This is an optimization exercise on Yosys and OpenROAD, whose aim is small area and a short achievable clock period, not a production implementation.
In this exercise RTL edits were held to simulation tests only and were not proved equivalent to the original.
No activity file was given, so power comes from the tool's default toggle rates.

Setup of the reference run:
==> flow/design.v (excerpt) <==
module mem_ack_responder (
    input  logic        CLK,
    input  logic        RESET,
    input  logic        MR,
    input  logic        MW,
    input  logic [5:0]  ADDR,
    input  logic [31:0] DIN,
    input  logic [3:0]  BE,
    output logic [31:0] DOUT,
    output logic        ACK_N,
    output logic [1:0]  STATE
);
    logic [1:0]  st_q;      
    logic        lat2_q;    
    logic        ack_n_q;
    logic [31:0] dout_q;
    logic [63:0] sel_q;     
    logic [31:0] din_q;
    logic [3:0]  be_q;
    logic        wr_q;
    logic [3:0]  bwe_q;     
    logic [31:0] mem_q [64];
    logic req, idle, fire;
    assign req  = MR | MW;
    assign idle = (st_q == 2'd0);
    assign fire = lat2_q & req;
    always_ff @(posedge CLK or posedge RESET) begin
        if (RESET) begin
            st_q    <= 2'd0;
            lat2_q  <= 1'b0;
            ack_n_q <= 1'b1;
        end else begin
            lat2_q  <= 1'b0;
  ...
export LEC_CHECK = 0
export CAP_MARGIN = 20
export CORE_MARGIN = 2
export CORE_UTILIZATION = 65
export CTS_CLUSTER_DIAMETER = 100
export CTS_CLUSTER_SIZE = 30
export SETUP_SLACK_MARGIN = 2.8
export SLEW_MARGIN = 20
create_clock -name core_clock -period 5.0 [get_ports {CLK}]
run.sh (not shown) runs the stock make flow with config.mk's settings and CLKGATE_MAP_FILE= SYNTH_SCRIPT=/design/flow/synth_recipe.tcl, a recipe that flattens the netlist after the stock synthesis.
#### Input delta (the trial run over the reference run)
Settings: CTS_CLUSTER_SIZE removed (was 30); SETUP_SLACK_MARGIN changed from 2.8 to 2.6; CORE_UTILIZATION changed from 65 to 40; CTS_CLUSTER_DIAMETER removed (was 100).
Notes after the runs:
- Relative to the reference run, the part of the total power dissipated in sequential elements of the trial run is lower by 6.5 points.
- The final reports for the trial run and the reference run show overall routing resource usage lower in the former.
- The trial run vs the reference run on worst clock skew: the trial run is the lower one.
- ~same count of vias placed by the detailed router in the reference run and the trial run
- Looking only at overall power after layout, and setting everything else aside, the higher value of the reference run and the trial run goes to the trial run.
- Of the reference run and the trial run, the higher final standard cell utilization of the core belongs to the reference run.

========
The RTL this note starts from:
==> flow/design.v <==
module mem_ack_responder (
    input  logic        CLK,
    input  logic        RESET,
    input  logic        MR,
    input  logic        MW,
    input  logic [5:0]  ADDR,
    input  logic [31:0] DIN,
    input  logic [3:0]  BE,
    output logic [31:0] DOUT,
    output logic        ACK_N,
    output logic [1:0]  STATE
);
    logic [1:0]  st_q;      
    logic        lat2_q;    
    logic        busy_q;    
    logic        ack_q;     
    logic [31:0] dout_q;
    logic [63:0] sel_n_q;   
    logic [31:0] din_q;
    logic [3:0]  be_q;
    logic        wr_q;
    logic [3:0]  bwe_n_q;   
    logic [31:0] mem_q [64];
    logic req, idle, fire;
    assign req  = MR | MW;
    assign idle = !busy_q;
    assign fire = lat2_q & req;
    always_ff @(posedge CLK or posedge RESET) begin
        if (RESET) begin
            st_q    <= 2'd0;
            lat2_q  <= 1'b0;
            busy_q  <= 1'b0;
            ack_q   <= 1'b0;
        end else begin
            lat2_q  <= 1'b0;
            busy_q  <= req || (st_q == 2'd2);
            ack_q   <= 1'b0;
            case (st_q)
                2'd0: if (req) st_q <= 2'd1;
                2'd1: begin
                    if (!req) st_q <= 2'd0;
                    else if (lat2_q) begin
                        st_q    <= 2'd2;
                        ack_q   <= 1'b1;
                    end else lat2_q <= 1'b1;
                end
                2'd2: st_q <= 2'd3;
                default: if (!req) st_q <= 2'd0;
            endcase
        end
    end
    always_ff @(posedge CLK) begin
        if (idle) begin
            for (int w = 0; w < 64; w++) sel_n_q[w] <= (ADDR != 6'(w));
            din_q <= DIN;
            be_q  <= BE;
            wr_q  <= MW;
        end
    end
    always_ff @(posedge CLK) begin
        bwe_n_q <= (fire && wr_q) ? ~be_q : 4'hF;
    end
    always_ff @(posedge CLK) begin
        for (int w = 0; w < 64; w++) begin
            for (int b = 0; b < 4; b++) begin
                if (!(sel_n_q[w] || bwe_n_q[b])) mem_q[w][b*8 +: 8] <= din_q[b*8 +: 8];
            end
        end
    end
    logic [31:0] rdata;
    always_comb begin
        rdata = '1;
        for (int w = 0; w < 64; w++) rdata = rdata & (mem_q[w] | {32{sel_n_q[w]}});
    end
    logic [31:0] rdata_q;
    always_ff @(posedge CLK) rdata_q <= rdata;
    always_ff @(posedge CLK or posedge RESET) begin
        if (RESET) dout_q <= '0;
        else if (fire && !wr_q) dout_q <= rdata_q;
    end
    assign DOUT  = dout_q;
    assign ACK_N = !ack_q;
    assign STATE = st_q;
endmodule
Settings: LEC_CHECK=0, CAP_MARGIN=20, CORE_MARGIN=2, CORE_UTILIZATION=75, CTS_CLUSTER_DIAMETER=80, CTS_CLUSTER_SIZE=30, PLACE_DENSITY=0.8, SETUP_SLACK_MARGIN=2.7, SLEW_MARGIN=20; clock period 5.0 ns.
==> next run, changes <==
Settings changed: CORE_UTILIZATION 75 to 65.
Combinational power barely changes.
Worst setup slack gets worse by 13 ps.
Cell area climbs by about 0.36%.
Count of clock-buffer cells in the layout climbs by 2.
Routed wire length is about the same.
Power barely changes.
Global-route usage drops by 4.8 points.
Area after synthesis stays the same.
==> next run, changes <==
Settings changed: CORE_UTILIZATION 65 to 75, SETUP_SLACK_MARGIN 2.7 to 2.8.
What happened: The changed run finished clean. Sequential share of layout area came out higher by 0.19 points. Total power is about the same. Critical path depth stays the same. Routed wire length hardly moves.
==> next run, changes <==
Settings changed: CORE_UTILIZATION 75 to 65.
Final area came out higher by about 0.36%.
Clock skew came out lower by 7.3 ps.
Combinational power is about the same.
Setup slack gets worse by 14 ps.
Via count is about the same.
Die area came out higher by 15%.
Worst hold slack gets better by 20 ps.

========
== P ==
Another version of the RTL of mem_ack_responder (not shown whole).
For scale: ~2200 flip-flops, roughly 0.079 sq mm of cells after synthesis.
==> flow/design.v (excerpt) <==
module mem_ack_responder (
    input  logic        CLK,
    input  logic        RESET,
    input  logic        MR,
    input  logic        MW,
    input  logic [5:0]  ADDR,
    input  logic [31:0] DIN,
    input  logic [3:0]  BE,
    output logic [31:0] DOUT,
    output logic        ACK_N,
    output logic [1:0]  STATE
);
    logic [1:0]  st_q;      
    logic        lat2_q;    
    logic        busy_q;    
    logic        ack_n_q;
    logic [31:0] dout_q;
    logic [63:0] sel_n_q;   
    logic [31:0] din_q;
    logic [3:0]  be_q;
    logic        wr_q;
    logic [3:0]  bwe_n_q;   
    logic [31:0] mem_q [64];
    logic req, idle, fire;
    assign req  = MR | MW;
    assign idle = !busy_q;
    assign fire = lat2_q & req;
    always_ff @(posedge CLK or posedge RESET) begin
        if (RESET) begin
            st_q    <= 2'd0;
            lat2_q  <= 1'b0;
            busy_q  <= 1'b0;
            ack_n_q <= 1'b1;
        end else begin
            lat2_q  <= 1'b0;
            busy_q  <= req || (st_q == 2'd2);
            ack_n_q <= 1'b1;
            case (st_q)
                2'd0: if (req) st_q <= 2'd1;
                2'd1: begin
                    if (!req) st_q <= 2'd0;
                    else if (lat2_q) begin
                        st_q    <= 2'd2;
  ...
export LEC_CHECK = 0
export CAP_MARGIN = 20
export CORE_MARGIN = 2
export CORE_UTILIZATION = 75
export CTS_CLUSTER_DIAMETER = 80
export CTS_CLUSTER_SIZE = 30
export PLACE_DENSITY = 0.8
export SETUP_SLACK_MARGIN = 2.7
export SLEW_MARGIN = 20
create_clock -name core_clock -period 5.0 [get_ports {CLK}]
Setup changes, P to Q
Settings: SETUP_SLACK_MARGIN: 2.7 -> 2.8.
==> comparison <==
Compared with P, in Q clock skew saw an increase, via count roughly the same, overall power of the completed layout level.

what the ideal ports hide:
The results above use ideal ports. As a check the final layouts listed here were re-extracted and re-timed, cells and wires unchanged.
Step 1 assumes that a clkbuf_16 drives the clock port and a buf_2 every other input.
Step 2 also shifts input and output timing later by t, the mid clock arrival at the registers, as if the neighbouring blocks saw the same clock.
Slacks: ideal / step 1 / step 2; pairs: ideal / step 1.
run | t (ns) | setup WS [ns] | slew at the worst register clock pin (ns) | pins driven straight from the clock port
the reference run | 0.800 | 2.551 / 2.477 / 2.042 | 0.12 / 0.12 | 1
the trial run | 0.907 | 2.489 / 2.404 / 1.930 | 0.07 / 0.07 | 1
the first run of note 2 | 0.766 | 2.640 / 2.570 / 2.049 | 0.11 / 0.11 | 1
the second run of note 2 | 0.776 | 2.627 / 2.548 / 1.995 | 0.11 / 0.11 | 1
the third run of note 2 | 0.770 | 2.644 / 2.573 / 2.148 | 0.12 / 0.12 | 1
the fourth run of note 2 | 0.776 | 2.629 / 2.551 / 2.181 | 0.11 / 0.11 | 1
P | 0.760 | 2.645 / 2.568 / 2.294 | 0.11 / 0.11 | 1
Q | 0.760 | 2.641 / 2.564 / 2.271 | 0.12 / 0.12 | 1
After both steps setup and hold are still met in every run listed. The setup slack of the second run of note 2, which loses most, moves by -0.079 ns with the drivers and by -0.632 ns with both steps.
